This design comes from an exercise in tuning for small area on the open sky130 flow, not from production work. Only simulation tests tie the RTL to the original design; equivalence was not proved. The flow treats the clock pin as an ideal source. Dropping or thinning the clock tree relies on that and would not hold on a real chip. No activity file was given, so power comes from the tool's default toggle rates.

==> run a <==
// walk_sound_top
module walk_sound_top (
    input  logic                                      clk,
    input  logic                                      rst_n,
    input  logic                                      reg_wr,
    input  logic [1:0]                                reg_addr,
    input  logic [15:0]                               reg_wdata,
    output logic [15:0]                               reg_rdata,
    output logic                                      sample_valid,
    output logic signed [walk_snd_pkg::sample_w-1:0] sample_out
);
export LEC_CHECK = 0
export CAP_MARGIN = 20
export CORE_MARGIN = 2
export CORE_UTILIZATION = 40
export SLEW_MARGIN = 20
export SYNTH_HIERARCHICAL = 1
export SYNTH_MINIMUM_KEEP_SIZE = 0
create_clock -name core_clock -period 14.0 [get_ports {clk}]
standard.sh (not shown) runs the stock make flow with config.mk's settings and CLKGATE_MAP_FILE= SYNTH_SCRIPT=/design/flow/synth_recipe.tcl, a recipe that flattens the netlist after the stock synthesis.
==> flow/flow/run.sh <==
#!/bin/bash
# The standard layout (the standard.sh, with its synthesis unchanged), with two
# changes: the port buffers are the smallest buffer cell, and the clock tree is a
# small balanced one built by flow/cts_tree.tcl (one root and 2^levels leaf buffers).
set -euo pipefail
export BUFFER_PORTS_ARGS="-buffer_cell sky130_fd_sc_hd__buf_1"
export PRE_CTS_TCL="$PWD/flow/cts_tree.tcl"
export MY_CTS_BUF=sky130_fd_sc_hd__clkbuf_4
export MY_CTS_ROOT=sky130_fd_sc_hd__clkbuf_8
export MY_CTS_LEVELS=4
bash standard.sh > standard.log 2>&1
==> flow/flow/cts_tree.tcl <==
# A small clock tree in place of TritonCTS: the clock port drives one root
# buffer, which drives one leaf buffer per group of registers; the groups are
# formed by splitting the registers by position (median cuts). Sourced by
# ORFS's cts.tcl as PRE_CTS_TCL; clock_tree_synthesis is then skipped.
set block [ord::get_db_block]
set buf_master [[ord::get_db] findMaster $::env(MY_CTS_BUF)]
set root_master [[ord::get_db] findMaster $::env(MY_CTS_ROOT)]
set clk_net [$block findNet clk]
set sinks {}
foreach it [$clk_net getITerms] {
  if { [$it isInputSignal] || [[$it getMTerm] getSigType] == "CLOCK" || [$it isInput] } {
    lappend sinks $it
  }
}
puts "my_cts: [llength $sinks] sinks"

proc it_xy { it } {
  set inst [$it getInst]
  set b [$inst getBBox]
  return [list [expr ([$b xMin] + [$b xMax]) / 2] [expr ([$b yMin] + [$b yMax]) / 2]]
}

# recursive median split into 2^levels groups
proc split_groups { items levels } {
  if { $levels == 0 || [llength $items] < 2 } { return [list $items] }
  set xs {}; set ys {}
  foreach it $items { lassign [it_xy $it] x y; lappend xs $x; lappend ys $y }
  set dx [expr [tcl::mathfunc::max {*}$xs] - [tcl::mathfunc::min {*}$xs]]
  set dy [expr [tcl::mathfunc::max {*}$ys] - [tcl::mathfunc::min {*}$ys]]
  set idx [expr { $dx >= $dy ? 0 : 1 }]
  set sorted [lsort -command [list cmp_xy $idx] $items]
  set h [expr [llength $sorted] / 2]
  return [concat [split_groups [lrange $sorted 0 [expr $h - 1]] [expr $levels - 1]] \
                 [split_groups [lrange $sorted $h end] [expr $levels - 1]]]
}
proc cmp_xy { idx a b } {
  set va [lindex [it_xy $a] $idx]; set vb [lindex [it_xy $b] $idx]
  if { $va < $vb } { return -1 } elseif { $va > $vb } { return 1 } else { return 0 }
}

set groups [split_groups $sinks $::env(MY_CTS_LEVELS)]
set root [odb::dbInst_create $block $root_master "myclk_root"]
set root_out [odb::dbNet_create $block "myclk_root_net"]
$root_out setSigType CLOCK
# root input on the clock port net, output to the leaves
foreach mt [$root_master getMTerms] {
  set it [$root findITerm [$mt getName]]
  if { [$mt getSigType] == "POWER" || [$mt getSigType] == "GROUND" } { continue }
  if { [$mt getIoType] == "INPUT" } { $it connect $clk_net } elseif { [$mt getIoType] == "OUTPUT" } { $it connect $root_out }
}
set n 0
set lx 0; set ly 0
foreach g $groups {
  set sx 0; set sy 0
  foreach it $g { lassign [it_xy $it] x y; set sx [expr $sx + $x]; set sy [expr $sy + $y] }
  set cx [expr $sx / [llength $g]]; set cy [expr $sy / [llength $g]]
  set leaf [odb::dbInst_create $block $buf_master "myclk_leaf_$n"]
  set net [odb::dbNet_create $block "myclk_leaf_net_$n"]
  $net setSigType CLOCK
  foreach mt [$buf_master getMTerms] {
    set it [$leaf findITerm [$mt getName]]
    if { [$mt getIoType] == "INPUT" && [$mt getSigType] != "POWER" && [$mt getSigType] != "GROUND" } { $it connect $root_out }
    if { [$mt getIoType] == "OUTPUT" } { $it connect $net }
  }
  foreach it $g { $it disconnect; $it connect $net }
  $leaf setLocation [expr int($cx)] [expr int($cy)]
  $leaf setPlacementStatus PLACED
  set lx [expr $lx + $cx]; set ly [expr $ly + $cy]
  puts "my_cts: leaf $n drives [llength $g] sinks at $cx $cy"
  incr n
}
$root setLocation [expr int($lx / $n)] [expr int($ly / $n)]
$root setPlacementStatus PLACED
$clk_net setSigType CLOCK

# clock_tree_synthesis would rebuild the tree: skip it
rename clock_tree_synthesis orig_clock_tree_synthesis
proc clock_tree_synthesis { args } {
  puts "my_cts: clock_tree_synthesis skipped"
  set_propagated_clock [all_clocks]
}
==> run b (differences from run a) <==
--- a/flow/flow/run.sh
+++ b/flow/flow/run.sh
@@ -6,6 +6,6 @@
 export BUFFER_PORTS_ARGS="-buffer_cell sky130_fd_sc_hd__buf_1"
 export PRE_CTS_TCL="$PWD/flow/cts_tree.tcl"
-export MY_CTS_BUF=sky130_fd_sc_hd__clkbuf_4
+export MY_CTS_BUF=sky130_fd_sc_hd__clkbuf_16
 export MY_CTS_ROOT=sky130_fd_sc_hd__clkbuf_8
-export MY_CTS_LEVELS=4
+export MY_CTS_LEVELS=2
 bash standard.sh > standard.log 2>&1
==> summary of the runs <==
Between run a and run b, the lower global-route usage is in run b (gap 0.16 points).
Sequential share of layout area is about the same in run a and run b.
Sequential power is about the same in run b and run a.
In run b the clock power is lower than in run a, by about 7%.
Routed wire length: run b is smaller than run a (about 0.9%).
In every run of this note, the design's own scripts or RTL, not TritonCTS, make the clock network.

## what the ideal ports hide
No port has a modelled driver above. Below, the same layouts with a new extraction and two added sets of constraints. Step 1 assumes that a clkbuf_16 drives the clock port and a buf_2 every other input. Step 2 adds t to the input delays and takes it off the output delays; t is the mean of the earliest and latest rising clock arrival at the registers after step 1. Input paths then give back, and output paths get back, about the clock's delay inside the block. Three values: ideal ports, drivers, drivers and shift; two values: the first two.
run	shift t [ns]	slack for setup (ns)	worst register clock-pin slew, ns	worst data-port slew with drivers (ns)	cell pins on the clock port's net
run a	0.483	0.396 / 0.396 / 0.396	0.11 / 0.11	0.03	1
run b	0.418	0.389 / 0.389 / 0.389	0.12 / 0.12	0.03	1
After both steps setup and hold are still met in every run listed.
